Background: an optimization exercise with open tools, aiming at small area, a short achievable clock period and few clock cycles. Do not read the settings as production practice. Function was checked by simulation only, so behaviour that the tests miss may differ from the original. Power is estimated from default activity; no workload was simulated.

$ cat design.v
`timescale 1ns/1ps
package codma_pkg;
    localparam int ADDR_W         = 32;
    localparam int DATA_W         = 32;
    localparam int BYTES_PER_WORD = 4;
    localparam int PKT_WORDS      = 8;
    localparam int BUF_IDX_W      = 3;
    localparam int DESC_WORDS     = 4;
    typedef enum logic [DATA_W-1:0] {
        TASK_SINGLE = 32'd0,
        TASK_BURST  = 32'd1
    } task_type_e;
    typedef enum logic [DATA_W-1:0] {
        STATUS_DONE    = 32'd0,
        STATUS_PENDING = 32'd1,
        STATUS_ERROR   = 32'd2
    } status_e;
    typedef struct packed {
        logic [DATA_W-1:0] kind;
        logic [ADDR_W-1:0] src;
        logic [ADDR_W-1:0] dst;
        logic [DATA_W-1:0] len;
    } task_desc_t;
    typedef enum logic [2:0] {
        CTRL_IDLE,
        CTRL_FETCH,
        CTRL_COPY,
        CTRL_FINISH,
        CTRL_ERROR,
        CTRL_WAIT_STATUS
    } ctrl_state_e;
    typedef enum logic [1:0] {
        COPY_IDLE,
        COPY_READ,
        COPY_WRITE
    } copy_state_e;
endpackage
`timescale 1ns/1ps
module codma_top(
    input  logic                         clk_i,
    input  logic                         reset_n_i,
    input  logic                         start_i,
    input  logic [codma_pkg::ADDR_W-1:0] task_pointer_i,
    input  logic [codma_pkg::ADDR_W-1:0] status_pointer_i,
    output logic                         busy_o,
    output logic                         irq_o,
    output logic                         bus_req_o,
    output logic                         bus_we_o,
    output logic [codma_pkg::ADDR_W-1:0] bus_addr_o,
    output logic [codma_pkg::DATA_W-1:0] bus_wdata_o,
    input  logic [codma_pkg::DATA_W-1:0] bus_rdata_i,
    input  logic                         bus_ack_i,
    input  logic                         bus_error_i
);
    logic fetch_r;      
    logic pend_r;       
    logic read_r;       
    logic write_r;      
    logic fin_r;        
    logic busy_r;
    logic req_r;        
    logic we_r;
    logic irq_r;
    logic pend_err_r;   
    logic burst_r;      
    logic [2:0]  cnt_r;
    logic [31:0] addr_r;     
    logic [31:0] next_r;     
    logic [29:0] words_r;    
    logic        last_r;     
    logic [31:0] buf_r [8];  
    logic resp;
    logic desc_last;
    logic desc_ok;
    logic pkt_last;
    logic copy;
    logic copy_end;
    logic fin_end, fin_retry;
    logic sel_sp, sel_next, step;
    logic s_tp, s_sp, s_nx, s_inc;
    logic [31:0] addr_carry;   
    logic [29:0] words_zero;   
    logic        dec;
    assign resp      = bus_ack_i | bus_error_i;
    assign desc_last = fetch_r && (cnt_r[1:0] == 2'd3);
    assign desc_ok   = (bus_rdata_i != 32'd0) &&
                       (buf_r[5][31:1] == 31'd0) &&
                       (buf_r[5][0] ? (bus_rdata_i[4:0] == 5'd0) : (bus_rdata_i[1:0] == 2'd0));
    assign pkt_last  = !burst_r || (cnt_r == 3'd7);
    assign copy      = read_r || write_r;
    assign copy_end  = (write_r && bus_ack_i && last_r) || (copy && bus_error_i);
    assign fin_end   = fin_r && (bus_ack_i || (bus_error_i && buf_r[0][1]));
    assign fin_retry = fin_r && bus_error_i && !buf_r[0][1];
    assign busy_o      = busy_r;
    assign irq_o       = irq_r;
    assign bus_req_o   = req_r;
    assign bus_we_o    = we_r;
    assign bus_addr_o  = addr_r;
    assign bus_wdata_o = buf_r[0];
    always_ff @(posedge clk_i or negedge reset_n_i) begin
        if (!reset_n_i) begin
            fetch_r <= 1'b0;
            pend_r  <= 1'b0;
            read_r  <= 1'b0;
            write_r <= 1'b0;
            fin_r   <= 1'b0;
            busy_r  <= 1'b0;
            req_r   <= 1'b0;
            we_r    <= 1'b0;
            irq_r   <= 1'b0;
        end else begin
            irq_r <= fin_end;
            if (!busy_r) begin
                if (start_i) begin
                    busy_r  <= 1'b1;
                    req_r   <= 1'b1;
                    fetch_r <= 1'b1;
                end
            end else if (fetch_r) begin
                if (bus_error_i) begin
                    fetch_r <= 1'b0;
                    fin_r   <= 1'b1;
                    we_r    <= 1'b1;
                end else if (bus_ack_i && desc_last) begin
                    fetch_r <= 1'b0;
                    pend_r  <= desc_ok;
                    fin_r   <= !desc_ok;
                    we_r    <= 1'b1;
                end
            end else if (pend_r) begin
                if (resp) begin
                    pend_r <= 1'b0;
                    read_r <= 1'b1;
                    we_r   <= 1'b0;
                end
            end else if (copy) begin
                if (copy_end) begin
                    read_r  <= 1'b0;
                    write_r <= 1'b0;
                    fin_r   <= 1'b1;
                    we_r    <= 1'b1;
                end else if (bus_ack_i && pkt_last) begin
                    read_r  <= write_r;
                    write_r <= read_r;
                    we_r    <= read_r;
                end
            end else if (fin_end) begin
                fin_r  <= 1'b0;
                busy_r <= 1'b0;
                req_r  <= 1'b0;
                we_r   <= 1'b0;
            end
        end
    end
    assign sel_sp   = (fetch_r && (bus_error_i || (bus_ack_i && desc_last))) ||
                      copy_end || pend_r || fin_r;
    assign sel_next = copy && bus_ack_i && pkt_last;
    assign step     = bus_ack_i;
    always_comb begin
        logic grp;
        addr_carry = '0;
        grp = 1'b1;
        for (int g = 2; g < 32; g += 4) begin
            addr_carry[g] = grp;
            for (int i = g + 1; i < g + 4 && i < 32; i++) begin
                addr_carry[i] = addr_carry[i - 1] & addr_r[i - 1];
            end
            grp = grp & (&addr_r[g +: 4]);
        end
        words_zero = '0;
        grp = 1'b1;
        for (int g = 0; g < 30; g += 4) begin
            words_zero[g] = grp;
            for (int i = g + 1; i < g + 4 && i < 30; i++) begin
                words_zero[i] = words_zero[i - 1] & !words_r[i - 1];
            end
            grp = grp & ~(|words_r[g +: 4]);
        end
    end
    assign s_tp  = !busy_r;
    assign s_nx  = busy_r && ((pend_r && resp) || (sel_next && !copy_end));
    assign s_sp  = busy_r && !(pend_r && resp) && sel_sp;
    assign s_inc = busy_r && !s_nx && !s_sp;
    always_ff @(posedge clk_i) begin
        addr_r <= ({32{s_tp}}  & task_pointer_i) |
                  ({32{s_sp}}  & status_pointer_i) |
                  ({32{s_nx}}  & next_r) |
                  ({32{s_inc}} & (addr_r ^ ({32{step}} & addr_carry)));
    end
    always_ff @(posedge clk_i) begin
        if (desc_last || (pend_r && resp)) begin
            next_r <= buf_r[6];
        end else if (sel_next) begin
            next_r <= addr_r ^ ({32{step}} & addr_carry);   
        end
    end
    always_ff @(posedge clk_i) begin
        if (!busy_r || pend_r) begin
            cnt_r <= 3'd0;
        end else begin
            cnt_r <= cnt_r + {2'd0, bus_ack_i};
        end
    end
    always_ff @(posedge clk_i) begin
        if (!busy_r) begin
            pend_err_r <= 1'b0;
        end else if (pend_r && bus_error_i) begin
            pend_err_r <= 1'b1;
        end
    end
    assign dec = write_r && bus_ack_i;
    always_ff @(posedge clk_i) begin
        if (desc_last) begin
            words_r <= bus_rdata_i[31:2];
            last_r  <= (bus_rdata_i[31:2] == 30'd1);
            burst_r <= buf_r[5][0];
        end else begin
            words_r <= words_r ^ ({30{dec}} & words_zero);
            if (write_r && bus_ack_i) begin
                last_r <= (words_r == 30'd2);
            end
        end
    end
    logic        b0_code, b0_rd, b0_sh, b0_hold;
    logic        code_pend, code_done;
    logic [31:0] code;
    assign b0_code   = (fetch_r && bus_error_i) || (desc_last && bus_ack_i) || copy_end || fin_retry;
    assign code_pend = desc_last && bus_ack_i && desc_ok;
    assign code_done = copy_end && !bus_error_i && !pend_err_r;
    assign code      = {30'd0, !code_pend && !code_done, code_pend};
    assign b0_rd     = !b0_code && read_r && bus_ack_i && !burst_r;
    assign b0_sh     = !b0_code && !b0_rd && resp;
    assign b0_hold   = !b0_code && !resp;
    always_ff @(posedge clk_i) begin
        if (resp) begin
            for (int i = 1; i < 7; i++) begin
                buf_r[i] <= buf_r[i + 1];
            end
            buf_r[7] <= bus_rdata_i;
        end
        buf_r[0] <= ({32{b0_code}} & code) |
                    ({32{b0_rd}}   & bus_rdata_i) |
                    ({32{b0_sh}}   & buf_r[1]) |
                    ({32{b0_hold}} & buf_r[0]);
    end
endmodule
$ cat flow/run.sh
#!/bin/bash
# The standard layout (the standard.sh) with two changes: every port is buffered with
# sky130_fd_sc_hd__buf_1 instead of the cell buffer_ports picks by itself, and clock tree
# synthesis inserts no dummy loads and uses the clustering below. The make output goes to
# standard.log in this folder.
set -euo pipefail
cat >> config.mk <<'EOC'
export BUFFER_PORTS_ARGS = -buffer_cell sky130_fd_sc_hd__buf_1
export CTS_ARGS = -sink_clustering_enable -repair_clock_nets -dont_use_dummy_load 
EOC
bash standard.sh > standard.log 2>&1
$ cat standard.sh
#!/bin/bash
# synth_recipe.tcl (not shown) runs the flow's synth.tcl, then flattens the netlist and writes it again
# the make line also repeats each setting of config.mk as NAME=value (left out here)
make -C /OpenROAD-flow-scripts/flow DESIGN_CONFIG=/design/flow/config.mk WORK_HOME=/design/flow/orfs CLKGATE_MAP_FILE= SYNTH_SCRIPT=/design/flow/synth_recipe.tcl "${@:-finish}"
$ cat config.mk
export PLATFORM = sky130hd
export DESIGN_NAME = codma_top
export DESIGN_NICKNAME = codma_top
export VERILOG_FILES = /design/flow/design.v
export SDC_FILE = /design/flow/constraint.sdc
export NUM_CORES = 4
export LEC_CHECK = 0
export CAP_MARGIN = 20
export CORE_MARGIN = 2
export CORE_UTILIZATION = 55
export SETUP_SLACK_MARGIN = 3.6
export SLEW_MARGIN = 20
export BUFFER_PORTS_ARGS = -buffer_cell sky130_fd_sc_hd__buf_1
export CTS_ARGS = -sink_clustering_enable -repair_clock_nets -dont_use_dummy_load 
$ cat constraint.sdc
create_clock -name core_clock -period 6.0 [get_ports {clk_i}]
set_input_delay 1.2000 -clock core_clock [delete_from_list [all_inputs] [get_ports {clk_i}]]
set_output_delay 1.2000 -clock core_clock [all_outputs]
set_load 0.01 [all_outputs]
==> impl_metrics.csv, run 1 <==
group,metric,value,unit
status,outcome,"no timing/DRC/antenna violations",
clock_network,holdBufCountCts,0,
setup_path,reg2reg_depth,5,
power,clkPwrFrac,26.5,%
cells_and_area,layout_commonest_cell,"edfxtp_1",
setup_path,cp_cell_sequence,"buf_1 > buf_6 > buf_6 > buf_6 > nand4_4 > nor4_4 > buf_12 > nand4_1 > xor2_2 > a21oi_2",
synthesis,synth_area_leaders,"edfxtp_1, dfxtp_1, o21ai_0, nand2_1, a22oi_1",
power,power_frac_seq,51.2,%
die,die_area,0.0260,sq mm
clock_network,h-tree-depth,2,
die,start_util,56.0,%
power,p_sw_share,30.7,%
cells_and_area,final_nets,1295,
setup_path,critPathMaxStageDelay,0.24,ns
cells_and_area,area_growth,21.2,%
synthesis,ys_seq_area_share,73.2,%
clock_network,cts_tree,"yes",
detailed_routing,drc,0,
clock_network,cts_buffer_depth,3,
clock_network,cts_buffers,38,
placement,finalWeightedCongestion,0.855,
detailed_routing,wl_per_cell,22.2,um
die,num_rows,57,
grt,grt_pass1_wl,48600,um
grt,grt_pass1_vias,8190,
synthesis,synth_top_area_share,57.1,%
clock_network,clk_pin_slew,0.06,ns
synthesis,syn_area,0.0136,sq mm
setup_path,arrival,2.67,ns
setup_path,worst_r2r_endpoint,"next_r[29]",
synthesis,synth_flop_cell,"edfxtp_1",
timing,fmax,0.412,GHz
die,core,0.0242,sq mm
setup_path,critPathMostFrequentCell,"buf_6",
synthesis,async_reset_ff_share,2.47,%
power,p_int,5.12,mW
synthesis,ys_seq_elements,365,
placement,dp_slack,2.68,ns
setup_path,rrSetupSlack,3.65,ns
detailed_routing,drt_iter0_drc,870,
cells_and_area,final_layout_size_suffix_gt1_share,14.1,%
placement,io_buffers,168,
placement,place_area,0.0146,sq mm
setup_path,rr_startpoint,"addr_r[12]",
detailed_routing,drt_wl_total,33500,um
clock_network,clock_latency,0.52,ns
synthesis,yosysWarnings,4,
clock_network,cts_sinks,365,
synthesis,synth_edf_count,258,
timing,setup_ws,3.57,ns
hold_path,hold_path_startpoint,"buf_r[7][4]",
timing,slew_headroom,51.5,%
detailed_routing,drt-pass1-iter-count,7,
power,switchingPower,2.27,mW
grt,grt_max_degree,226,
setup_path,crit_path_start_kind,"input port",
hold_path,min_to,"buf_r[6][4]",
cells_and_area,fillers,1807,
detailed_routing,via_per_inst,5.89,
setup_path,slowest_stage,"nor4_4",
detailed_routing,ant_nets,0,
timing,drv_slew,0,
timing,min_period,2.43,ns
timing,finClkSkew,0.0303,ns
timing,setup_viol,0,
setup_path,path_buf_inv,5,
cells_and_area,multiInputGateArea,0.00378,sq mm
setup_path,worstSetupPathType,"input port to flop",
power,power.leakage,5.71,nW
timing,finalCritPeriodShare,40.5,%
setup_path,crit_path_end_kind,"flop",
power,power_density,449,mW/mm^2
setup_path,cp_max_fo,13,
placement,hpwlAfterDp,20500,um
power,max-vdd-ir-drop,268,uV
power,pwr-share-comb,22.3,%
cells_and_area,n_antenna_cell,0,
grt,track_usage,25.0,%
synthesis,synthCells,971,
grt,antenna_found_initial,0,
cells_and_area,final_area,0.0164,sq mm
die,die-height,161,um
die,die_x,161,um
die,ios,169,
synthesis,synth.avg_cell_area,14.0,sq um
detailed_routing,via_count,8907,
cells_and_area,seqCellArea,0.00994,sq mm
hold_path,holdPathStages,0,
timing,rsz0062_at_grt,"true",
flow_run,max-cap-violations,0,
synthesis,synth_nets,1076,
synthesis,synth.distinct_cells,62,
grt,grt_overflow,0,
setup_path,cp_top_family,"buffers and inverters",
timing,hold_viol_final,0,
setup_path,crit_required,6.24,ns
hold_path,hold_class,"flop to flop",
cells_and_area,layout_common_cells,"edfxtp_1, buf_1, dfxtp_1",
timing,tightest_slew,0.720,ns
clock_network,cts_root_buf,"clkbuf_16",
synthesis,synth_top_area_cell,"edfxtp_1",
## area by class of cell
cell class,instances,share of cell area [%]
clock buffer,38,5.78
timing repair buffer,220,8.08
inverter,10,0.297
tap,324,2.46
sequential,365,60.4
multi-input combinational,555,23.0
## cell families (layout without fill, tap and decap cells)
family | after synthesis | after routing | share of synthesized area, %
buf+inv | 54 | 268 | 1.71
compound gates | 227 | 229 | 10.9
mux | 3 | 3 | 0.249
xor+xnor | 53 | 53 | 3.42
fa+ha+maj | 4 | 4 | 0.369
simple gates | 265 | 266 | 10.1
flops | 365 | 365 | 73.2
## worst max path at each step
| stage | slack, ns | from | end | depth (start not counted) |
|---|---|---|---|---|
| after global routing | 3.48 | bus_ack_i | next_r[15] | 10 |
| after global placement | 2.51 | bus_error_i | next_r[23] | 6 |
| after detailed placement | 2.68 | bus_ack_i | next_r[27] | 7 |
| after floorplan | -0.05 | bus_error_i | next_r[0] | 6 |
| final | 3.57 | bus_ack_i | next_r[15] | 10 |
| after CTS | 3.45 | bus_ack_i | next_r[23] | 9 |
## Yosys cell counts (all sizes together), types with 5 or more instances
| library cell | number |
|---|---|
| nand2 | 96 |
| xnor2 | 25 |
| nand4 | 18 |
| dfrtp | 9 |
| nor4 | 28 |
| a21oi | 40 |
| and3 | 5 |
| o21ai | 91 |
| nand3 | 19 |
| edfxtp | 258 |
| xor2 | 28 |
| dfxtp | 98 |
| inv | 10 |
| clkbuf | 25 |
| nor3 | 17 |
| a222oi | 27 |
| a22oi | 37 |
| nor2 | 60 |
| buf | 19 |
| o211ai | 6 |
## state kept, by name, summed over array words and instances (netlist names), 3 cells and up
| signal | count |
|---|---|
| buf_r | 256 |
| addr_r | 32 |
| next_r | 32 |
| words_r | 30 |
| cnt_r | 3 |
## stage by stage
| stage | power (mW) | cells | TNS, ns | util [%] | hold slack, ns |
|---|---|---|---|---|---|
| finish | 7.39 | 1512 | 0 | 67.8 | 0.399 |
| global route | 7.74 | 1512 | 0 | 67.8 | 0.408 |
| CTS | 7.28 | 1483 | 0 | 65.3 | 0.395 |
| detailed placement | 5.24 | 1428 | 0 | 60.3 | 0.405 |
| global placement | 5.21 | 1427 | 0 | 60.2 | 0.400 |
| floorplan | 4.72 | 971 | -1.56 | - | 0.400 |
## power by group through the flow
stage,Sequential (mW),Clock [mW],Combinational (mW)
3_5_place_dp,3.80,0,1.44
3_3_place_gp,3.80,0,1.41
4_1_cts,3.76,2.00,1.53
6_report,3.78,1.96,1.65
5_1_grt,3.85,2.09,1.81
2_1_floorplan,3.76,0,0.961
## timing repair
action                     in CTS  in global routing
pin swaps                       7                 12
buffers inserted               13                 20
setup endpoints to repair     359                252
resized for setup              22                 47
gates cloned                    4                  8
## per-layer routing
metal	wire [um]	track usage, %
met1	14500	37.3
met2	15600	38.6
met3	2720	4.83
met4	641	5.88
met5	0	0
Testbench counts, summed over its fixed seeds: cycles 33,685.
==> run 2, diff against run 1 <==
--- a/flow/run.sh
+++ b/flow/run.sh
@@ -6,6 +6,6 @@
 set -euo pipefail
 cat >> config.mk <<'EOC'
 export BUFFER_PORTS_ARGS = -buffer_cell sky130_fd_sc_hd__buf_1
-export CTS_ARGS = -sink_clustering_enable -repair_clock_nets -dont_use_dummy_load 
+export CTS_ARGS = -sink_clustering_enable -repair_clock_nets -dont_use_dummy_load -sink_clustering_size 20 -sink_clustering_max_diameter 80
 EOC
 bash standard.sh > standard.log 2>&1
--- a/config.mk
+++ b/config.mk
@@ -8,7 +8,7 @@
 export CAP_MARGIN = 20
 export CORE_MARGIN = 2
 export CORE_UTILIZATION = 55
-export SETUP_SLACK_MARGIN = 3.6
+export SETUP_SLACK_MARGIN = 3.9
 export SLEW_MARGIN = 20
 export BUFFER_PORTS_ARGS = -buffer_cell sky130_fd_sc_hd__buf_1
-export CTS_ARGS = -sink_clustering_enable -repair_clock_nets -dont_use_dummy_load 
+export CTS_ARGS = -sink_clustering_enable -repair_clock_nets -dont_use_dummy_load -sink_clustering_size 20 -sink_clustering_max_diameter 80
==> run 2 against run 1 <==
Net effect:
- still clean on timing, DRC and antenna
- die area unchanged
- synthesized cell count stayed put
- clock skew increased by 0.015 ns
- synthesized area unchanged
- combinational power up 58%
- clock-buffer cell count fell by 16
- sequential power hardly changed
- final area up 7.9%
- largest power group unchanged
==> impl_metrics.csv, run 2 <==
group,metric,value,unit
timing,finClkSkew,0.0456,ns
timing,setup_viol,0,
clock_network,holdBufCountCts,0,
power,power_frac_seq,48.5,%
power,power.total,7.79,mW
cells_and_area,area_growth,30.7,%
timing,fmax,0.419,GHz
flow_run,max-cap-violations,0,
power,switchingPower,2.46,mW
setup_path,reg2reg_depth,6,
detailed_routing,drt-pass1-iter-count,5,
cells_and_area,final_nets,1343,
timing,drv_slew,0,
die,die_area,0.0260,sq mm
setup_path,crit_path_start_kind,"input port",
detailed_routing,drc,0,
setup_path,cp_max_fo,16,
setup_path,cp_cell_sequence,"buf_12 > a21o_1 > a221oi_4 > buf_4 > a21oi_4 > buf_12 > a222oi_1 > o21ai_1",
power,power.leakage,6.45,nW
synthesis,netlist_top_cells_count,"edfxtp_1, dfxtp_1, nand2_1",
timing,rsz0062_at_grt,"true",
cells_and_area,largest_reg_flops,256,
setup_path,startpoint,"bus_error_i",
setup_path,arrival,2.78,ns
cells_and_area,n_antenna_cell,0,
detailed_routing,wl_per_cell,23.3,um
cells_and_area,final_layout_size_suffix_gt1_share,34.3,%
synthesis,synth_nets,1076,
grt,track_usage,26.0,%
detailed_routing,ant_nets,0,
setup_path,critPathMaxStageDelay,0.36,ns
synthesis,async_reset_ff_share,2.47,%
power,clkPwrFrac,18.1,%
die,ios,169,
timing,slew_headroom,60.8,%
synthesis,synth_top_area_cell,"edfxtp_1",
cells_and_area,final_cells,1560,
clock_network,cts_tree,"yes",
detailed_routing,via_per_inst,6.01,
timing,finalCritPeriodShare,39.8,%
clock_network,h-tree-depth,1,
timing,hold_viol_final,0,
synthesis,synth.distinct_cells,62,
setup_path,critPathMostFrequentCell,"buf_12",
clock_network,clk_pin_slew,0.09,ns
synthesis,syn_area,0.0136,sq mm
clock_network,cts_sinks,365,
synthesis,yosysMostFrequentCell,"edfxtp_1",
setup_path,crit_required,6.39,ns
detailed_routing,drt_wl_total,36400,um
grt,antenna_found_initial,0,
synthesis,synth_flop_cell,"edfxtp_1",
grt,grt_max_degree,114,
synthesis,synthCells,971,
hold_path,hold_class,"flop to flop",
setup_path,rrSetupSlack,3.75,ns
cells_and_area,layout_common_cells,"edfxtp_1, nand2_1, buf_4",
die,die-height,161,um
synthesis,ys_seq_elements,365,
cells_and_area,layout_commonest_cell,"edfxtp_1",
clock_network,cts_buffers,22,
synthesis,yosysWarnings,4,
detailed_routing,drt_iter0_drc,970,
die,core,0.0242,sq mm
setup_path,worstSetupPathType,"input port to flop",
cells_and_area,final_area,0.0177,sq mm
power,power_density,439,mW/mm^2
setup_path,rr_startpoint,"addr_r[18]",
power,p_int,5.32,mW
synthesis,ys_seq_area_share,73.2,%
synthesis,synth.avg_cell_area,14.0,sq um
placement,finalWeightedCongestion,0.878,
timing,tightest_slew,0.588,ns
power,max-vdd-ir-drop,289,uV
synthesis,synth_edf_count,258,
synthesis,synth_top_area_share,57.1,%
cells_and_area,largestRegisters,"buf_r x256, addr_r x32, next_r x32",
die,num_rows,57,
die,start_util,56.0,%
setup_path,slowest_stage,"a222oi_1",
setup_path,endpoint,"addr_r[20]",
power,p_sw_share,31.6,%
detailed_routing,via_count,9378,
setup_path,worst_r2r_endpoint,"next_r[30]",
die,die_x,161,um
placement,place_area,0.0148,sq mm
power,pwr-share-comb,33.3,%
clock_network,cts_buffer_depth,3,
setup_path,crit_path_end_kind,"flop",
placement,dp.cells,1428,
placement,io_buffers,168,
cells_and_area,largest_register,"buf_r",
synthesis,synth_area_leaders,"edfxtp_1, dfxtp_1, o21ai_0, nand2_1, a22oi_1",
grt,grt_pass1_wl,51000,um
placement,hpwlAfterDp,21300,um
status,outcome,"no timing/DRC/antenna violations",
timing,min_period,2.39,ns
clock_network,cts_root_buf,"clkbuf_16",
clock_network,clock_latency,0.53,ns
grt,grt_pass1_vias,8711,
grt,grt_overflow,0,
[run 2: through the flow]
step / TNS [ns] / setup WS, ns / util [%] / hold slack [ns]
6_report: 0 / 3.61 / 73.2 / 0.408
5_1_grt: 0 / 3.59 / 73.2 / 0.416
4_1_cts: 0 / 3.70 / 69.8 / 0.412
3_5_place_dp: 0 / 2.05 / 60.9 / 0.405
3_3_place_gp: 0 / 2.13 / 60.9 / 0.400
2_1_floorplan: -1.56 / -0.0477 / - / 0.400
[run 2: cell type report]
type | count | area, sq um
flip-flops and latches | 365 | 10100
fillers | 1625 | 6510
multi-input cells | 553 | 4220
repair buffers | 286 | 2440
clock buffers | 22 | 551
well taps | 324 | 405
inverters | 10 | 56.3
[run 2: repair_timing]
action,CTS,global route
setup endpoints to repair,457,189
pin swaps,29,60
gates cloned,4,5
setup buffers,67,34
gates resized for setup,305,127
[run 2: worst max-delay path, delay by kind of cell]
kind,cells,cell delay [ns]
buffers and inverters,3,0.46
AO/OA/AOI/OAI,5,1.09
[run 2: logic make-up after synthesis]
kind of cell	Yosys count	share of synthesized area, %
buffers and inverters	54	1.71
and+or+nand+nor	265	10.1
adders and majority gates	4	0.369
AOI/OAI and AO/OA	227	10.9
muxes	3	0.249
xor gates and xnor gates	53	3.42
DFF	365	73.2
[run 2: power groups by stage]
stage	registers [mW]	logic, mW	clock network [mW]
2_1_floorplan	3.78	0.991	0
6_report	3.78	2.60	1.41
3_3_place_gp	3.81	1.44	0
5_1_grt	3.83	2.77	1.51
4_1_cts	3.78	2.29	1.43
3_5_place_dp	3.82	1.48	0
[run 2: how the worst min path moves through the flow]
stage	startpoint	to	depth (start not counted)	slack [ns]
final	buf_r[4][26]	buf_r[3][26]	0	0.41
after global routing	buf_r[4][26]	buf_r[3][26]	0	0.42
after CTS	buf_r[4][26]	buf_r[3][26]	0	0.41
after detailed placement	buf_r[2][12]	buf_r[1][12]	0	0.40
after global placement	buf_r[7][11]	buf_r[6][11]	0	0.40
after floorplan	buf_r[2][0]	buf_r[1][0]	0	0.40
[run 2: routing by layer]
metal	vias up	part of all wire (%)	global-route usage (%)	routed length (um)
met5	-	0	0	0
met4	0	2.9	6.57	1070
met3	74	6.9	3.62	2520
met2	388	48	42.9	17600
met1	4715	42	37.0	15200
li1	4201	-	-	-
==> run 3, diff against run 2 <==
--- a/config.mk
+++ b/config.mk
@@ -8,7 +8,7 @@
 export CAP_MARGIN = 20
 export CORE_MARGIN = 2
 export CORE_UTILIZATION = 55
-export SETUP_SLACK_MARGIN = 3.9
+export SETUP_SLACK_MARGIN = 3.6
 export SLEW_MARGIN = 20
 export BUFFER_PORTS_ARGS = -buffer_cell sky130_fd_sc_hd__buf_1
 export CTS_ARGS = -sink_clustering_enable -repair_clock_nets -dont_use_dummy_load -sink_clustering_size 20 -sink_clustering_max_diameter 80
==> run 3 against run 2 <==
Net effect:
- still clean
- non-clock buffer count fell by 82
- combinational power down 39%
- synthesized area did not move
- maximum frequency increased by 0.18%
- clock-buffer cell count unchanged
- clock power hardly changed
- total power decreased by 13%
- sequential cell count unchanged
- critical path depth fell by 2
==> impl_metrics.csv, run 3 <==
group,metric,value,unit
detailed_routing,via_per_inst,5.86,
setup_path,rrSetupSlack,3.79,ns
grt,grt_overflow,0,
synthesis,synth.distinct_cells,62,
synthesis,ys_seq_elements,365,
die,die_x,161,um
grt,track_usage,24.7,%
clock_network,clock_latency,0.52,ns
setup_path,worstSetupPathType,"input port to flop",
detailed_routing,wl_per_cell,22.0,um
die,num_rows,57,
timing,tightest_slew,0.736,ns
die,die_area,0.0260,sq mm
clock_network,cts_buffers,22,
cells_and_area,final_cells,1480,
cells_and_area,final_layout_size_suffix_gt1_share,10.7,%
synthesis,netlist_top_cells_count,"edfxtp_1, dfxtp_1, nand2_1",
status,outcome,"no timing/DRC/antenna violations",
timing,rsz0062_at_grt,"true",
timing,drv_slew,0,
cells_and_area,largestRegisters,"buf_r x256, addr_r x32, next_r x32",
cells_and_area,largest_register,"buf_r",
timing,fmax,0.420,GHz
timing,hold_viol_final,0,
timing,min_period,2.38,ns
setup_path,worst_r2r_endpoint,"next_r[29]",
hold_path,hold_class,"flop to flop",
hold_path,hold_path_startpoint,"buf_r[7][22]",
clock_network,cts_root_buf,"clkbuf_16",
cells_and_area,layout_common_cells,"edfxtp_1, buf_1, nand2_1",
synthesis,synth.avg_cell_area,14.0,sq um
cells_and_area,largest_reg_flops,256,
detailed_routing,ant_nets,0,
hold_path,holdPathStages,0,
hold_path,min_to,"buf_r[6][22]",
detailed_routing,drt-pass1-iter-count,6,
timing,setup_viol,0,
setup_path,cp_max_fo,4,
synthesis,ys_seq_area_share,73.2,%
synthesis,synth_flop_cell,"edfxtp_1",
synthesis,yosysWarnings,4,
setup_path,crit_required,6.42,ns
detailed_routing,drt_wl_total,32600,um
flow_run,max-cap-violations,0,
setup_path,arrival,2.80,ns
setup_path,reg2reg_depth,7,
power,power.leakage,5.36,nW
setup_path,crit_path_start_kind,"input port",
synthesis,synth_nets,1076,
power,max-vdd-ir-drop,242,uV
clock_network,cts_sinks,365,
clock_network,holdBufCountCts,0,
cells_and_area,area_growth,15.7,%
grt,grt_max_degree,114,
detailed_routing,via_count,8675,
synthesis,async_reset_ff_share,2.47,%
timing,finClkSkew,0.0469,ns
synthesis,synth_top_area_share,57.1,%
setup_path,crit_path_end_kind,"flop",
power,power_density,430,mW/mm^2
cells_and_area,final_nets,1263,
placement,hpwlAfterDp,20500,um
detailed_routing,drt_iter0_drc,748,
placement,io_buffers,168,
placement,finalWeightedCongestion,0.855,
timing,slew_headroom,50.8,%
synthesis,synth_top_area_cell,"edfxtp_1",
setup_path,startpoint,"bus_rdata_i[28]",
synthesis,synth_edf_count,258,
synthesis,syn_area,0.0136,sq mm
clock_network,cts_buffer_depth,3,
die,die-height,161,um
timing,finalCritPeriodShare,39.7,%
setup_path,rr_startpoint,"fetch_r",
synthesis,synthCells,971,
clock_network,clk_pin_slew,0.08,ns
detailed_routing,drc,0,
cells_and_area,n_antenna_cell,0,
synthesis,yosysMostFrequentCell,"edfxtp_1",
grt,antenna_found_initial,0,
cells_and_area,layout_commonest_cell,"edfxtp_1",
die,start_util,56.0,%
cells_and_area,final_util,64.8,%
die,ios,169,
grt,grt_pass1_vias,8022,
grt,grt_pass1_wl,48400,um
synthesis,synth_area_leaders,"edfxtp_1, dfxtp_1, o21ai_0, nand2_1, a22oi_1",
clock_network,cts_tree,"yes",
placement,dp.cells,1428,
clock_network,h-tree-depth,1,
die,core,0.0242,sq mm
[run 3: cells by family after synthesis]
family          after synthesis  synth area share [%]
flops                       365                  73.2
simple gates                265                  10.1
compound gates              227                  10.9
buf+inv                      54                  1.71
xor+xnor                     53                  3.42
fa+ha+maj                     4                 0.369
mux                           3                 0.249
[run 3: worst max-delay path by stage]
stage | slack, ns | cells after the start | endpoint
floorplan | -0.05 | 6 | next_r[0]
detailed placement | 2.68 | 7 | next_r[27]
global route | 3.54 | 8 | addr_r[14]
global placement | 2.51 | 6 | next_r[23]
CTS | 3.44 | 9 | next_r[23]
finish | 3.62 | 6 | buf_r[0][0]
[run 3: cell type report]
type | instances | area (sq um)
Inverter | 10 | 48.8
Clock buffer | 22 | 551
Sequential cell | 365 | 9940
Multi-Input combinational cell | 555 | 3670
Tap cell | 324 | 405
Fill cell | 1909 | 8540
Timing Repair Buffer | 204 | 1090
[run 3: routing by layer]
| metal | up-vias | routed length, um | global-route usage, % |
|---|---|---|---|
| li1 | 4059 | - | - |
| met4 | 0 | 609 | 5.32 |
| met3 | 33 | 2410 | 4.16 |
| met2 | 322 | 15300 | 38.5 |
| met1 | 4261 | 14300 | 37.2 |
| met5 | - | 0 | 0 |
[run 3: worst max-delay path, cell delays in order]
cell and delay (ns):
buf_1 0.20, nor4_1 0.34, nand4_1 0.29, nor4b_4 0.36, nor3_1 0.14, a211o_1 0.27
[run 3: power by group]
group          internal [mW]  leakage [nW]  switching, mW
Combinational          0.645          1.56          0.936
Sequential              3.31          3.53          0.457
Clock                  0.652         0.271          0.754
Total                   4.61          5.36           2.15
[run 3: repair_timing]
item | 4_1_cts | 5_1_grt
endpoints found under the hold margin | 0 | 0
pin swaps | 7 | 11
gates cloned | 5 | 2
setup endpoints to repair | 359 | 110
gates resized for setup | 21 | 28
buffers inserted | 13 | 10
[run 3: through the flow]
stage	hold slack (ns)	TNS, ns	instance area [sq um]	total power, mW	worst slack, ns
after global placement	0.400	0	14600	5.21	2.51
after floorplan	0.400	-1.56	13700	4.72	-0.0477
after global routing	0.389	0	15700	7.09	3.54
after CTS	0.372	0	15500	6.71	3.44
after detailed placement	0.405	0	14600	5.24	2.68
final	0.371	0	15700	6.75	3.62
==> run 4, diff against run 3 <==
--- a/flow/run.sh
+++ b/flow/run.sh
@@ -6,6 +6,6 @@
 set -euo pipefail
 cat >> config.mk <<'EOC'
 export BUFFER_PORTS_ARGS = -buffer_cell sky130_fd_sc_hd__buf_1
-export CTS_ARGS = -sink_clustering_enable -repair_clock_nets -dont_use_dummy_load -sink_clustering_size 20 -sink_clustering_max_diameter 80
+export CTS_ARGS = -sink_clustering_enable -repair_clock_nets -dont_use_dummy_load -sink_clustering_size 16 -sink_clustering_max_diameter 80 -buf_list sky130_fd_sc_hd__clkbuf_8
 EOC
 bash standard.sh > standard.log 2>&1
--- a/config.mk
+++ b/config.mk
@@ -11,4 +11,4 @@
 export SETUP_SLACK_MARGIN = 3.6
 export SLEW_MARGIN = 20
 export BUFFER_PORTS_ARGS = -buffer_cell sky130_fd_sc_hd__buf_1
-export CTS_ARGS = -sink_clustering_enable -repair_clock_nets -dont_use_dummy_load -sink_clustering_size 20 -sink_clustering_max_diameter 80
+export CTS_ARGS = -sink_clustering_enable -repair_clock_nets -dont_use_dummy_load -sink_clustering_size 16 -sink_clustering_max_diameter 80 -buf_list sky130_fd_sc_hd__clkbuf_8
==> run 4 against run 3 <==
Net effect:
- utilization is 1.5 points lower
- total power is 4.4% lower
- synthesized area stayed put
- via count hardly changed
- final cell count is 0.61% lower
- clock skew is 0.022 ns lower
- clock-buffer cell count is 4 higher
- setup slack worse by 0.016 ns
- sequential power hardly changed
==> impl_metrics.csv, run 4 <==
group,metric,value,unit
synthesis,synth_flop_cell,"edfxtp_1",
setup_path,rr_startpoint,"busy_r",
setup_path,worstSetupPathType,"input port to flop",
timing,tightest_slew,0.744,ns
power,p_int,4.36,mW
cells_and_area,layout_common_cells,"edfxtp_1, buf_1, nand2_1",
power,p_sw_share,32.5,%
grt,antenna_found_initial,0,
detailed_routing,drc,0,
synthesis,synthCells,971,
cells_and_area,seqCellArea,0.00998,sq mm
cells_and_area,final_nets,1254,
placement,finalWeightedCongestion,0.855,
cells_and_area,largest_reg_flops,256,
synthesis,synth_edf_count,258,
clock_network,h-tree-depth,1,
power,max-vdd-ir-drop,290,uV
hold_path,min_to,"buf_r[6][21]",
cells_and_area,largest_register,"buf_r",
setup_path,reg2reg_depth,6,
setup_path,cp_max_fo,8,
setup_path,crit_required,6.50,ns
synthesis,synth_nets,1076,
synthesis,async_reset_ff_share,2.47,%
detailed_routing,drt-pass1-iter-count,7,
die,start_util,56.0,%
setup_path,rrSetupSlack,3.78,ns
detailed_routing,via_count,8674,
clock_network,clk_pin_slew,0.10,ns
synthesis,synth_top_area_cell,"edfxtp_1",
clock_network,cts_buffer_depth,3,
placement,io_buffers,168,
power,clkPwrFrac,17.3,%
clock_network,cts_tree,"yes",
die,core,0.0242,sq mm
detailed_routing,drt_iter0_drc,842,
cells_and_area,multiInputGateArea,0.00362,sq mm
cells_and_area,final_layout_size_suffix_gt1_share,11.4,%
timing,fin_setup_tns,0,ns
synthesis,yosysMostFrequentCell,"edfxtp_1",
synthesis,synth.avg_cell_area,14.0,sq um
timing,hold_ws,0.406,ns
detailed_routing,wl_per_cell,21.9,um
detailed_routing,drt_wl_total,32200,um
die,die-height,161,um
clock_network,cts_root_buf,"clkbuf_8",
die,ios,169,
status,outcome,"no timing/DRC/antenna violations",
grt,grt_max_degree,226,
die,die_area,0.0260,sq mm
synthesis,ys_seq_elements,365,
setup_path,worst_r2r_endpoint,"addr_r[28]",
power,switchingPower,2.10,mW
cells_and_area,fillers,1939,
timing,drv_slew,0,
die,die_x,161,um
synthesis,yosysWarnings,4,
timing,hold_viol_final,0,
timing,rsz0062_at_grt,"true",
synthesis,syn_area,0.0136,sq mm
setup_path,crit_path_start_kind,"input port",
clock_network,holdBufCountCts,0,
synthesis,ys_seq_area_share,73.2,%
cells_and_area,largestRegisters,"buf_r x256, addr_r x32, next_r x32",
grt,grt_overflow,0,
hold_path,hold_path_startpoint,"buf_r[7][21]",
timing,finClkSkew,0.0251,ns
detailed_routing,ant_nets,0,
detailed_routing,via_per_inst,5.90,
power,pwr-share-comb,24.2,%
setup_path,arrival,2.90,ns
synthesis,synth_top_area_share,57.1,%
timing,slew_headroom,50.3,%
cells_and_area,area_growth,13.0,%
grt,grt_pass1_vias,7923,
clock_network,cts_sinks,365,
power,power_density,421,mW/mm^2
power,power_frac_seq,58.6,%
synthesis,synth.distinct_cells,62,
cells_and_area,n_antenna_cell,0,
cells_and_area,layout_commonest_cell,"edfxtp_1",
hold_path,hold_class,"flop to flop",
clock_network,cts_buffers,26,
flow_run,max-cap-violations,0,
timing,min_period,2.40,ns
grt,grt_pass1_wl,47700,um
synthesis,synth_area_leaders,"edfxtp_1, dfxtp_1, o21ai_0, nand2_1, a22oi_1",
timing,fmax,0.417,GHz
die,num_rows,57,
hold_path,holdPathStages,0,
timing,setup_viol,0,
clock_network,clock_latency,0.56,ns
power,power.leakage,5.19,nW
setup_path,crit_path_end_kind,"flop",
timing,finalCritPeriodShare,40.0,%
grt,track_usage,24.2,%
synthesis,netlist_top_cells_count,"edfxtp_1, dfxtp_1, nand2_1",
placement,hpwlAfterDp,20500,um
run 4: changes by cell type in the layout (fill, tap and decap cells not counted), moves of 5 or more:
cell       change
buf_1          -6
buf_4          -8
buf_6          -5
clkbuf_16     -22
clkbuf_2       +6
clkbuf_8      +26
dfxtp_1       -17
dfxtp_2       +12
dfxtp_4        +5
run 4: cell type report:
cell class,count,share of cell area (%)
multi-input cells,556,23.6
repair buffers,190,6.08
inverters,10,0.318
well taps,324,2.64
clock buffers,26,2.33
flip-flops and latches,365,65.0
run 4: through the flow:
step | setup WS [ns] | util [%] | power [mW] | std cells | instance area [sq um]
floorplan | -0.0477 | - | 4.72 | 971 | 13700
global placement | 2.51 | 60.2 | 5.21 | 1427 | 14600
detailed placement | 2.68 | 60.3 | 5.24 | 1428 | 14600
CTS | 3.54 | 62.5 | 6.40 | 1463 | 15100
global route | 3.57 | 63.3 | 6.80 | 1471 | 15300
finish | 3.60 | 63.3 | 6.45 | 1471 | 15300
run 4: routing by layer:
metal	wire length, um	global-route usage [%]	vias up
li1	-	-	4042
met1	14400	37.3	4294
met2	15100	37.9	313
met3	2410	3.70	25
met4	291	3.25	0
met5	0	0	-
run 4: power groups by stage:
| stage | sequential (mW) | clock [mW] | combinational, mW |
|---|---|---|---|
| detailed placement | 3.80 | 0 | 1.44 |
| global placement | 3.80 | 0 | 1.41 |
| CTS | 3.75 | 1.15 | 1.51 |
| finish | 3.78 | 1.12 | 1.56 |
| floorplan | 3.76 | 0 | 0.961 |
| global route | 3.84 | 1.23 | 1.72 |
run 4: kinds of logic (layout without fill, tap and decap cells):
family / after synthesis / in the layout / share of synthesized area [%]
compound gates: 227 / 229 / 10.9
xor+xnor: 53 / 53 / 3.42
fa+ha+maj: 4 / 4 / 0.369
buf+inv: 54 / 226 / 1.71
flops: 365 / 365 / 73.2
mux: 3 / 3 / 0.249
simple gates: 265 / 267 / 10.1
run 4: worst max-delay path by stage:
stage / start / to / slack [ns] / cells after the start
after floorplan: bus_error_i / next_r[0] / -0.05 / 6
after global placement: bus_error_i / next_r[23] / 2.51 / 6
after detailed placement: bus_ack_i / next_r[27] / 2.68 / 7
after CTS: bus_ack_i / addr_r[14] / 3.54 / 8
after global routing: bus_ack_i / addr_r[14] / 3.57 / 8
final: bus_ack_i / addr_r[8] / 3.60 / 7
run 4: worst max-delay path: stages:
cell      delay (ns)
buf_6           0.10
buf_8           0.13
o21ai_0         0.32
nand2_1         0.31
a21oi_2         0.52
a222oi_1        0.18
o21ai_1         0.13
run 4: what timing repair did:
item                                   in CTS  in global routing
setup endpoints to repair                 365                271
pin swaps                                   7                  6
resized for setup                          22                 37
gates cloned                                3                  3
buffers inserted                            6                  5
endpoints found under the hold margin       0                  0
==> run 5, diff against run 4 <==
--- a/config.mk
+++ b/config.mk
@@ -7,7 +7,7 @@
 export LEC_CHECK = 0
 export CAP_MARGIN = 20
 export CORE_MARGIN = 2
-export CORE_UTILIZATION = 55
+export CORE_UTILIZATION = 70
 export SETUP_SLACK_MARGIN = 3.6
 export SLEW_MARGIN = 20
 export BUFFER_PORTS_ARGS = -buffer_cell sky130_fd_sc_hd__buf_1
==> run 5 against run 4 <==
Net effect:
- clock-buffer cell count unchanged
- maximum frequency rose by 0.73%
- setup slack gained 0.017 ns
- critical endpoint is now buf_r[0][0]
- largest cell class unchanged
==> impl_metrics.csv, run 5 <==
group,metric,value,unit
detailed_routing,wl_per_cell,21.7,um
hold_path,hold_class,"flop to flop",
cells_and_area,n_antenna_cell,0,
synthesis,synthCells,971,
die,die_area,0.0205,sq mm
die,die-height,143,um
placement,dp.cells,1362,
power,pwr-share-comb,25.0,%
setup_path,cp_cell_sequence,"buf_1 > nor4_4 > nand4_1 > nor4b_4 > nor3_1 > a211o_1",
detailed_routing,drc,0,
die,core,0.0189,sq mm
synthesis,synth_flop_cell,"edfxtp_1",
synthesis,yosysMostFrequentCell,"edfxtp_1",
die,ios,169,
clock_network,cts_sinks,365,
synthesis,synth_edf_count,258,
placement,dp_slack,1.85,ns
timing,drv_slew,0,
timing,setup_viol,0,
detailed_routing,via_count,8809,
power,power_density,424,mW/mm^2
power,clkPwrFrac,16.8,%
synthesis,syn_area,0.0136,sq mm
synthesis,synth_top_area_share,57.1,%
power,max-vdd-ir-drop,319,uV
placement,finalWeightedCongestion,0.872,
setup_path,cp_max_fo,4,
grt,grt_pass1_wl,44700,um
placement,io_buffers,168,
timing,finalCritPeriodShare,39.7,%
cells_and_area,largestRegisters,"buf_r x256, addr_r x32, next_r x32",
synthesis,synth.distinct_cells,62,
clock_network,clock_latency,0.58,ns
die,die_x,143,um
setup_path,crit_required,6.45,ns
clock_network,cts_buffers,26,
cells_and_area,largest_register,"buf_r",
timing,hold_ws,0.392,ns
detailed_routing,ant_nets,0,
power,p_int,4.38,mW
detailed_routing,via_per_inst,6.25,
grt,grt_max_degree,226,
power,power.leakage,5.21,nW
placement,hpwlAfterDp,20400,um
cells_and_area,layout_commonest_cell,"edfxtp_1",
die,num_rows,50,
grt,grt_pass1_vias,8084,
clock_network,cts_tree,"yes",
synthesis,synth_area_leaders,"edfxtp_1, dfxtp_1, o21ai_0, nand2_1, a22oi_1",
synthesis,ys_seq_elements,365,
setup_path,crit_path_start_kind,"input port",
cells_and_area,final_area,0.0153,sq mm
synthesis,synth.avg_cell_area,14.0,sq um
synthesis,yosysWarnings,4,
synthesis,netlist_top_cells_count,"edfxtp_1, dfxtp_1, nand2_1",
grt,track_usage,29.5,%
detailed_routing,drt_wl_total,30600,um
synthesis,synth_nets,1076,
clock_network,clk_pin_slew,0.10,ns
timing,min_period,2.38,ns
synthesis,ys_seq_area_share,73.2,%
clock_network,h-tree-depth,1,
timing,tightest_slew,0.897,ns
grt,antenna_found_initial,0,
power,switchingPower,2.09,mW
cells_and_area,largest_reg_flops,256,
cells_and_area,final_util,80.8,%
status,outcome,"no timing/DRC/antenna violations",
timing,fmax,0.420,GHz
setup_path,crit_path_end_kind,"flop",
setup_path,slowest_stage,"nor4b_4",
setup_path,worstSetupPathType,"input port to flop",
die,start_util,71.8,%
cells_and_area,final_nets,1257,
cells_and_area,area_growth,12.4,%
clock_network,cts_buffer_depth,3,
flow_run,max-cap-violations,0,
grt,grt_overflow,0,
timing,finClkSkew,0.0432,ns
setup_path,critPathMaxStageDelay,0.39,ns
cells_and_area,fillers,1106,
synthesis,synth_top_area_cell,"edfxtp_1",
power,power_frac_seq,58.2,%
timing,hold_viol_final,0,
power,p_sw_share,32.3,%
placement,place_area,0.0145,sq mm
detailed_routing,drt_iter0_drc,850,
synthesis,async_reset_ff_share,2.47,%
timing,setup_ws,3.62,ns
cells_and_area,final_cells,1410,
setup_path,arrival,2.83,ns
detailed_routing,drt-pass1-iter-count,8,
clock_network,cts_root_buf,"clkbuf_8",
timing,slew_headroom,40.1,%
timing,rsz0062_at_grt,"true",
cells_and_area,layout_common_cells,"edfxtp_1, buf_1, nand2_1",
cells_and_area,final_layout_size_suffix_gt1_share,10.7,%
-- run 5: cell type report --
| cell class | count | area [sq um] | share of cell area, % |
|---|---|---|---|
| sequential | 365 | 9950 | 65.2 |
| tap | 260 | 325 | 2.13 |
| timing repair buffer | 195 | 978 | 6.41 |
| inverter | 10 | 43.8 | 0.287 |
| multi-input combinational | 554 | 3600 | 23.6 |
| clock buffer | 26 | 358 | 2.34 |
-- run 5: worst max-delay path, delay by kind of cell --
| family | cells | cell delay, ns |
|---|---|---|
| simple gates | 4 | 1.16 |
| compound gates | 1 | 0.27 |
| buf+inv | 1 | 0.20 |
-- run 5: layer usage --
metal  share of wire [%]  vias up  GRT usage [%]
met5                   0        -              0
met4                 3.2        0           9.49
met3                 8.0       68           3.79
met2                  49      377           48.5
met1                  40     4323           41.7
li1                    -     4041              -
-- run 5: stage by stage --
step,TNS (ns),total power [mW]
floorplan,-1.56,4.72
global placement,0,5.15
detailed placement,0,5.22
CTS,0,6.36
global route,0,6.78
finish,0,6.47
-- run 5: final timing paths --
| check | start | to | slack [ns] | depth (start not counted) |
|---|---|---|---|---|
| max | bus_rdata_i[24] | buf_r[0][0] | 3.62 | 6 |
| min | buf_r[2][13] | buf_r[1][13] | 0.39 | 0 |
| max reg2reg | buf_r[5][8] | pend_r | 3.68 | 5 |
| min reg2reg | buf_r[2][13] | buf_r[1][13] | 0.39 | 0 |
| max in group asynchronous | reset_n_i | busy_r | 5.10 | 1 |
| min in group asynchronous | reset_n_i | write_r | 0.55 | 1 |
-- run 5: what timing repair did --
action,4_1_cts,5_1_grt
endpoints found under the setup margin,373,138
gates cloned,2,2
endpoints found under the hold margin,0,0
pin swaps,7,6
setup buffers,11,7
hold buffers,0,0
gates resized for setup,24,22
-- run 5: cell families (layout without fill, tap and decap cells) --
logic type / Yosys count / after routing / synth area share, %
simple gates: 265 / 266 / 10.1
flops: 365 / 365 / 73.2
mux: 3 / 3 / 0.249
buf+inv: 54 / 231 / 1.71
fa+ha+maj: 4 / 4 / 0.369
compound gates: 227 / 228 / 10.9
xor+xnor: 53 / 53 / 3.42
-- run 5: power by group through the flow --
stage               logic [mW]  registers, mW  clock network [mW]
finish                    1.62           3.76                1.09
global route              1.78           3.82                1.18
CTS                       1.51           3.75                1.10
detailed placement        1.42           3.80                   0
global placement          1.36           3.79                   0
floorplan                0.961           3.76                   0
==> run 6, diff against run 5 <==
--- a/config.mk
+++ b/config.mk
@@ -8,7 +8,7 @@
 export CAP_MARGIN = 20
 export CORE_MARGIN = 2
 export CORE_UTILIZATION = 70
-export SETUP_SLACK_MARGIN = 3.6
+export SETUP_SLACK_MARGIN = 3.7
 export SLEW_MARGIN = 20
 export BUFFER_PORTS_ARGS = -buffer_cell sky130_fd_sc_hd__buf_1
 export CTS_ARGS = -sink_clustering_enable -repair_clock_nets -dont_use_dummy_load -sink_clustering_size 16 -sink_clustering_max_diameter 80 -buf_list sky130_fd_sc_hd__clkbuf_8
==> run 6 against run 5 <==
Net effect:
- synthesized cell count is the same
- still clean
- synthesized area is the same
- clock-buffer cell count unchanged
- die area unchanged
- clock skew grew 0.0057 ns
- largest cell class unchanged
- critical path type is now flop to flop
==> impl_metrics.csv, run 6 <==
group,metric,value,unit
cells_and_area,n_antenna_cell,0,
setup_path,crit_path_start_kind,"flop",
synthesis,synth.avg_cell_area,14.0,sq um
grt,grt_pass1_wl,45000,um
clock_network,cts_tree,"yes",
detailed_routing,drc,0,
cells_and_area,fillers,1021,
detailed_routing,drt_iter0_drc,1122,
setup_path,reg2reg_depth,5,
synthesis,synth.distinct_cells,62,
synthesis,synthCells,971,
die,die-height,143,um
synthesis,synth_flop_cell,"edfxtp_1",
timing,setup_viol,0,
synthesis,async_reset_ff_share,2.47,%
synthesis,syn_area,0.0136,sq mm
cells_and_area,largestRegisters,"buf_r x256, addr_r x32, next_r x32",
clock_network,cts_buffers,26,
placement,dp_slack,2.27,ns
hold_path,holdPathStages,0,
detailed_routing,drt_wl_total,30800,um
setup_path,cp_cell_sequence,"nor4_1 > nand4_1 > or3_4 > or2_2 > o31ai_1",
timing,setup_ws,3.69,ns
power,power_density,424,mW/mm^2
synthesis,synth_nets,1076,
cells_and_area,largest_reg_flops,256,
cells_and_area,layout_commonest_cell,"edfxtp_1",
clock_network,clock_latency,0.58,ns
setup_path,rrSetupSlack,3.69,ns
grt,grt_pass1_vias,8117,
timing,finalCritPeriodShare,38.5,%
setup_path,cp_max_fo,3,
timing,drv_slew,0,
status,outcome,"no timing/DRC/antenna violations",
die,die_area,0.0205,sq mm
synthesis,ys_seq_area_share,73.2,%
timing,slew_headroom,49.8,%
clock_network,cts_sinks,365,
synthesis,synth_edf_count,258,
setup_path,cp_top_family,"simple AND/OR/NAND/NOR gates",
hold_path,min_to,"buf_r[6][11]",
timing,tightest_slew,0.752,ns
detailed_routing,drt-pass1-iter-count,6,
cells_and_area,final_nets,1287,
setup_path,startpoint,"buf_r[5][5]",
setup_path,crit_path_end_kind,"flop",
placement,finalWeightedCongestion,0.878,
setup_path,crit_required,6.45,ns
hold_path,hold_path_startpoint,"buf_r[7][11]",
grt,antenna_found_initial,0,
cells_and_area,layout_common_cells,"edfxtp_1, buf_1, nand2_1",
grt,grt_max_degree,88,
flow_run,max-cap-violations,0,
setup_path,critPathMaxStageDelay,0.59,ns
synthesis,synth_area_leaders,"edfxtp_1, dfxtp_1, o21ai_0, nand2_1, a22oi_1",
synthesis,yosysMostFrequentCell,"edfxtp_1",
setup_path,worstSetupPathType,"flop to flop",
detailed_routing,via_per_inst,6.21,
power,max-vdd-ir-drop,332,uV
timing,rsz0062_at_grt,"true",
die,num_rows,50,
timing,hold_viol_final,0,
clock_network,h-tree-depth,1,
grt,track_usage,29.5,%
placement,io_buffers,168,
die,ios,169,
timing,min_period,2.31,ns
detailed_routing,via_count,8946,
clock_network,clk_pin_slew,0.10,ns
cells_and_area,largest_register,"buf_r",
synthesis,yosysWarnings,4,
hold_path,hold_class,"flop to flop",
timing,fin_setup_tns,0,ns
detailed_routing,wl_per_cell,21.4,um
grt,grt_overflow,0,
setup_path,rr_startpoint,"buf_r[5][5]",
clock_network,holdBufCountCts,0,
die,die_x,143,um
synthesis,ys_seq_elements,365,
cells_and_area,final_layout_size_suffix_gt1_share,20.7,%
setup_path,arrival,2.75,ns
detailed_routing,ant_nets,0,
synthesis,synth_top_area_share,57.1,%
power,power.leakage,5.57,nW
cells_and_area,area_growth,16.1,%
placement,hpwlAfterDp,20200,um
die,core,0.0189,sq mm
timing,finClkSkew,0.0489,ns
timing,fmax,0.433,GHz
setup_path,slowest_stage,"nor4_1",
setup_path,path_buf_inv,0,
clock_network,cts_buffer_depth,3,
timing,hold_ws,0.404,ns
die,start_util,71.8,%
synthesis,netlist_top_cells_count,"edfxtp_1, dfxtp_1, nand2_1",
clock_network,cts_root_buf,"clkbuf_8",
synthesis,synth_top_area_cell,"edfxtp_1",
setup_path,worst_r2r_endpoint,"pend_r",
[run 6: cell counts after synthesis]
Identical to the previous run, type by type.
[run 6: cell families after synthesis]
| kind of cell | share of synthesized area (%) |
|---|---|
| XOR/XNOR | 3.42 |
| adder cells (fa/ha/maj) | 0.369 |
| multiplexers | 0.249 |
| AO/OA/AOI/OAI | 10.9 |
| buffers and inverters | 1.71 |
| AND/OR/NAND/NOR | 10.1 |
| flip-flops | 73.2 |
[run 6: layout make-up]
class / instances / area, sq um / area share (%)
Sequential cell: 365 / 10000 / 63.7
Multi-Input combinational cell: 553 / 3680 / 23.4
Inverter: 10 / 46.3 / 0.294
Tap cell: 260 / 325 / 2.07
Clock buffer: 26 / 358 / 2.27
Timing Repair Buffer: 226 / 1310 / 8.33
[run 6: timing repair]
item / in CTS / in global routing
setup endpoints to repair: 361 / 197
buffers inserted: 36 / 10
gates cloned: 1 / 0
gates resized for setup: 115 / 45
pin swaps: 9 / 8
[run 6: per-stage QoR]
| step | power [mW] | util [%] | instances | area (sq um) |
|---|---|---|---|---|
| 3_5_place_dp | 5.24 | 77.4 | 1367 | 14600 |
| 6_report | 6.68 | 83.4 | 1440 | 15800 |
| 5_1_grt | 6.98 | 83.4 | 1440 | 15800 |
| 2_1_floorplan | 4.75 | - | 971 | 13800 |
| 4_1_cts | 6.55 | 82.1 | 1430 | 15500 |
| 3_3_place_gp | 5.17 | 77.4 | 1366 | 14600 |
[run 6: power breakdown]
| part | total, mW | switching, mW | leakage (nW) | internal [mW] |
|---|---|---|---|---|
| registers | 3.74 | 0.390 | 3.54 | 3.35 |
| clock network | 1.09 | 0.703 | 0.187 | 0.389 |
| logic | 1.84 | 1.03 | 1.85 | 0.814 |
| total | 6.68 | 2.12 | 5.57 | 4.55 |
[run 6: worst reg2reg max path, stage by stage (launching register included)]
cell,delay (ns)
edfxtp_1,0.43
nor4_1,0.59
nand4_1,0.21
or3_4,0.46
or2_2,0.29
o31ai_1,0.24
[run 6: worst max-delay path by stage]
stage,to,slack (ns),cells after the start
after detailed placement,next_r[27],2.27,6
after floorplan,next_r[0],-0.05,6
final,pend_r,3.69,5
after CTS,busy_o,3.70,1
after global routing,pend_r,3.63,6
after global placement,next_r[15],2.33,6
[run 6: routing by layer]
metal  part of all wire [%]  GRT usage (%)  vias up
met1                     39           42.4     4360
li1                       -              -     4112
met5                      0              0        -
met4                    2.3           7.28        0
met3                    8.6           3.62       45
met2                     50           49.0      429
==> run 7, diff against run 6 <==
--- a/config.mk
+++ b/config.mk
@@ -7,8 +7,9 @@
 export LEC_CHECK = 0
 export CAP_MARGIN = 20
 export CORE_MARGIN = 2
-export CORE_UTILIZATION = 70
-export SETUP_SLACK_MARGIN = 3.7
+export CORE_UTILIZATION = 65
+export PLACE_DENSITY = 0.75
+export SETUP_SLACK_MARGIN = 3.6
 export SLEW_MARGIN = 20
 export BUFFER_PORTS_ARGS = -buffer_cell sky130_fd_sc_hd__buf_1
 export CTS_ARGS = -sink_clustering_enable -repair_clock_nets -dont_use_dummy_load -sink_clustering_size 16 -sink_clustering_max_diameter 80 -buf_list sky130_fd_sc_hd__clkbuf_8
==> run 7 against run 6 <==
Net effect:
- combinational power shrank 14%
- sequential cell count did not move
- utilization decreased by 7.9 points
- critical path type is now input port to flop
- critical endpoint is now buf_r[0][0]
==> impl_metrics.csv, run 7 <==
group,metric,value,unit
status,outcome,"no timing/DRC/antenna violations",
cells_and_area,largestRegisters,"buf_r x256, addr_r x32, next_r x32",
synthesis,synth.distinct_cells,62,
timing,hold_viol_final,0,
die,die_area,0.0221,sq mm
die,ios,169,
synthesis,syn_area,0.0136,sq mm
clock_network,cts_tree,"yes",
clock_network,h-tree-depth,1,
grt,track_usage,27.5,%
cells_and_area,final_layout_size_suffix_gt1_share,11.0,%
hold_path,hold_class,"flop to flop",
setup_path,crit_path_end_kind,"flop",
timing,finClkSkew,0.0272,ns
die,start_util,66.7,%
timing,setup_ws,3.61,ns
timing,setup_viol,0,
setup_path,arrival,2.85,ns
power,max-vdd-ir-drop,273,uV
cells_and_area,layout_common_cells,"edfxtp_1, buf_1, nand2_1",
detailed_routing,drt_wl_total,30500,um
grt,grt_pass1_vias,8331,
grt,grt_pass1_wl,45700,um
synthesis,synth.avg_cell_area,14.0,sq um
clock_network,clock_latency,0.57,ns
grt,grt_max_degree,113,
placement,dp_slack,2.21,ns
timing,min_period,2.39,ns
setup_path,slowest_stage,"nor4b_4",
setup_path,reg2reg_depth,6,
synthesis,synth_edf_count,258,
timing,finalCritPeriodShare,39.9,%
timing,slew_headroom,53.2,%
detailed_routing,via_count,8854,
synthesis,yosysMostFrequentCell,"edfxtp_1",
setup_path,cp_cell_sequence,"buf_1 > nor4_1 > nand4_1 > nor4b_4 > nor3_1 > a211o_1",
hold_path,holdPathStages,0,
synthesis,synth_area_leaders,"edfxtp_1, dfxtp_1, o21ai_0, nand2_1, a22oi_1",
setup_path,worstSetupPathType,"input port to flop",
timing,tightest_slew,0.701,ns
power,power_density,418,mW/mm^2
clock_network,cts_buffers,26,
timing,drv_slew,0,
timing,fmax,0.418,GHz
synthesis,synth_top_area_share,57.1,%
synthesis,synth_top_area_cell,"edfxtp_1",
flow_run,max-cap-violations,0,
synthesis,synth_flop_cell,"edfxtp_1",
placement,io_buffers,168,
cells_and_area,n_antenna_cell,0,
cells_and_area,largest_register,"buf_r",
detailed_routing,drt-pass1-iter-count,6,
synthesis,ys_seq_elements,365,
setup_path,rrSetupSlack,3.72,ns
cells_and_area,layout_commonest_cell,"edfxtp_1",
clock_network,cts_root_buf,"clkbuf_8",
setup_path,crit_required,6.46,ns
timing,rsz0062_at_grt,"false",
die,num_rows,52,
placement,hpwlAfterDp,19700,um
clock_network,holdBufCountCts,0,
power,power.total,6.43,mW
setup_path,cp_max_fo,4,
placement,place_area,0.0145,sq mm
detailed_routing,ant_nets,0,
cells_and_area,final_nets,1257,
die,die-height,149,um
cells_and_area,final_area,0.0154,sq mm
die,die_x,149,um
detailed_routing,via_per_inst,6.24,
detailed_routing,wl_per_cell,21.5,um
clock_network,cts_buffer_depth,3,
placement,dp.cells,1375,
placement,finalWeightedCongestion,0.866,
grt,grt_overflow,0,
clock_network,clk_pin_slew,0.10,ns
synthesis,ys_seq_area_share,73.2,%
setup_path,critPathMaxStageDelay,0.41,ns
cells_and_area,area_growth,13.2,%
synthesis,netlist_top_cells_count,"edfxtp_1, dfxtp_1, nand2_1",
detailed_routing,drc,0,
setup_path,crit_path_start_kind,"input port",
power,power.leakage,5.27,nW
die,core,0.0204,sq mm
cells_and_area,largest_reg_flops,256,
synthesis,synth_nets,1076,
synthesis,async_reset_ff_share,2.47,%
synthesis,synthCells,971,
synthesis,yosysWarnings,4,
cells_and_area,final_cells,1420,
grt,antenna_found_initial,0,
detailed_routing,drt_iter0_drc,1020,
clock_network,cts_sinks,365,
## run 7: worst max-delay path, delay by kind of cell
family                 cells  cell delay [ns]
buffers and inverters      1             0.22
AND/OR/NAND/NOR            4             1.14
AO/OA/AOI/OAI              1             0.28
## run 7: cell families (layout without fill, tap and decap cells)
logic type | count (synthesis) | count (layout) | synth area share (%)
XOR/XNOR | 53 | 53 | 3.42
flip-flops | 365 | 365 | 73.2
AO/OA/AOI/OAI | 227 | 228 | 10.9
buffers and inverters | 54 | 231 | 1.71
AND/OR/NAND/NOR | 265 | 266 | 10.1
multiplexers | 3 | 3 | 0.249
adder cells (fa/ha/maj) | 4 | 4 | 0.369
## run 7: final timing paths
check	from	endpoint
worst min-delay path	buf_r[3][24]	buf_r[2][24]
min in group asynchronous	reset_n_i	irq_r
worst max-delay path	bus_rdata_i[14]	buf_r[0][0]
max in group asynchronous	reset_n_i	busy_r
worst max register to register	busy_r	addr_r[30]
worst min register to register	buf_r[3][24]	buf_r[2][24]
## run 7: metal layers
| layer | GRT usage, % | vias to the layer above | share of wire (%) |
|---|---|---|---|
| met2 | 45.0 | 397 | 48 |
| met1 | 38.8 | 4342 | 40 |
| li1 | - | 4044 | - |
| met4 | 9.76 | 0 | 3.7 |
| met3 | 3.16 | 71 | 8.4 |
| met5 | 0 | - | 0 |
## run 7: report_power, final
part | internal [mW] | switching (mW)
Sequential | 3.32 | 0.439
Combinational | 0.659 | 0.923
Clock | 0.389 | 0.699
## run 7: final cells by class
| cell class | count | area [sq um] |
|---|---|---|
| clock buffers | 26 | 358 |
| fillers | 1332 | 5000 |
| inverters | 10 | 41.3 |
| multi-input cells | 554 | 3600 |
| flip-flops and latches | 365 | 9960 |
| well taps | 270 | 338 |
| repair buffers | 195 | 1070 |
## run 7: stage by stage
step / hold slack, ns / TNS, ns / util (%)
4_1_cts: 0.413 / 0 / 75.0
3_5_place_dp: 0.405 / 0 / 71.4
3_3_place_gp: 0.400 / 0 / 71.4
5_1_grt: 0.409 / 0 / 75.4
2_1_floorplan: 0.400 / -1.56 / -
6_report: 0.410 / 0 / 75.4
## run 7: repair_timing
action,in CTS,in global routing
gates cloned,6,0
resized for setup,24,25
pin swaps,4,5
buffers inserted,11,2
setup endpoints to repair,377,101

-- afterwards: timing with drivers on the ports --
No port has a modelled driver above. Below, the same layouts with a new extraction and two added sets of constraints. Step 1 assumes that a clkbuf_16 drives the clock port and a buf_2 every other input. Step 2 also shifts input and output timing later by t, the mid clock arrival at the registers, as if the neighbouring blocks saw the same clock. Slacks: ideal / step 1 / step 2; pairs: ideal / step 1.
run | t (ns) | setup slack, ns | latest minus earliest clock arrival (ns) | cell pins on the clock port's net
run 1 | 0.555 | 3.570 / 3.574 / 3.042 | 0.030 / 0.030 | 1
run 2 | 0.554 | 3.613 / 3.597 / 3.043 | 0.046 / 0.046 | 1
run 3 | 0.548 | 3.618 / 3.600 / 3.096 | 0.048 / 0.047 | 1
run 4 | 0.599 | 3.601 / 3.609 / 3.019 | 0.028 / 0.028 | 1
run 5 | 0.600 | 3.619 / 3.595 / 3.018 | 0.046 / 0.046 | 1
run 6 | 0.601 | 3.692 / 3.673 / 3.118 | 0.052 / 0.053 | 1
run 7 | 0.597 | 3.608 / 3.597 / 3.033 | 0.031 / 0.031 | 1
After both steps every run listed still meets setup and hold. The setup slack of run 5, which loses most, moves by -0.024 ns with the drivers and by -0.601 ns with both steps.
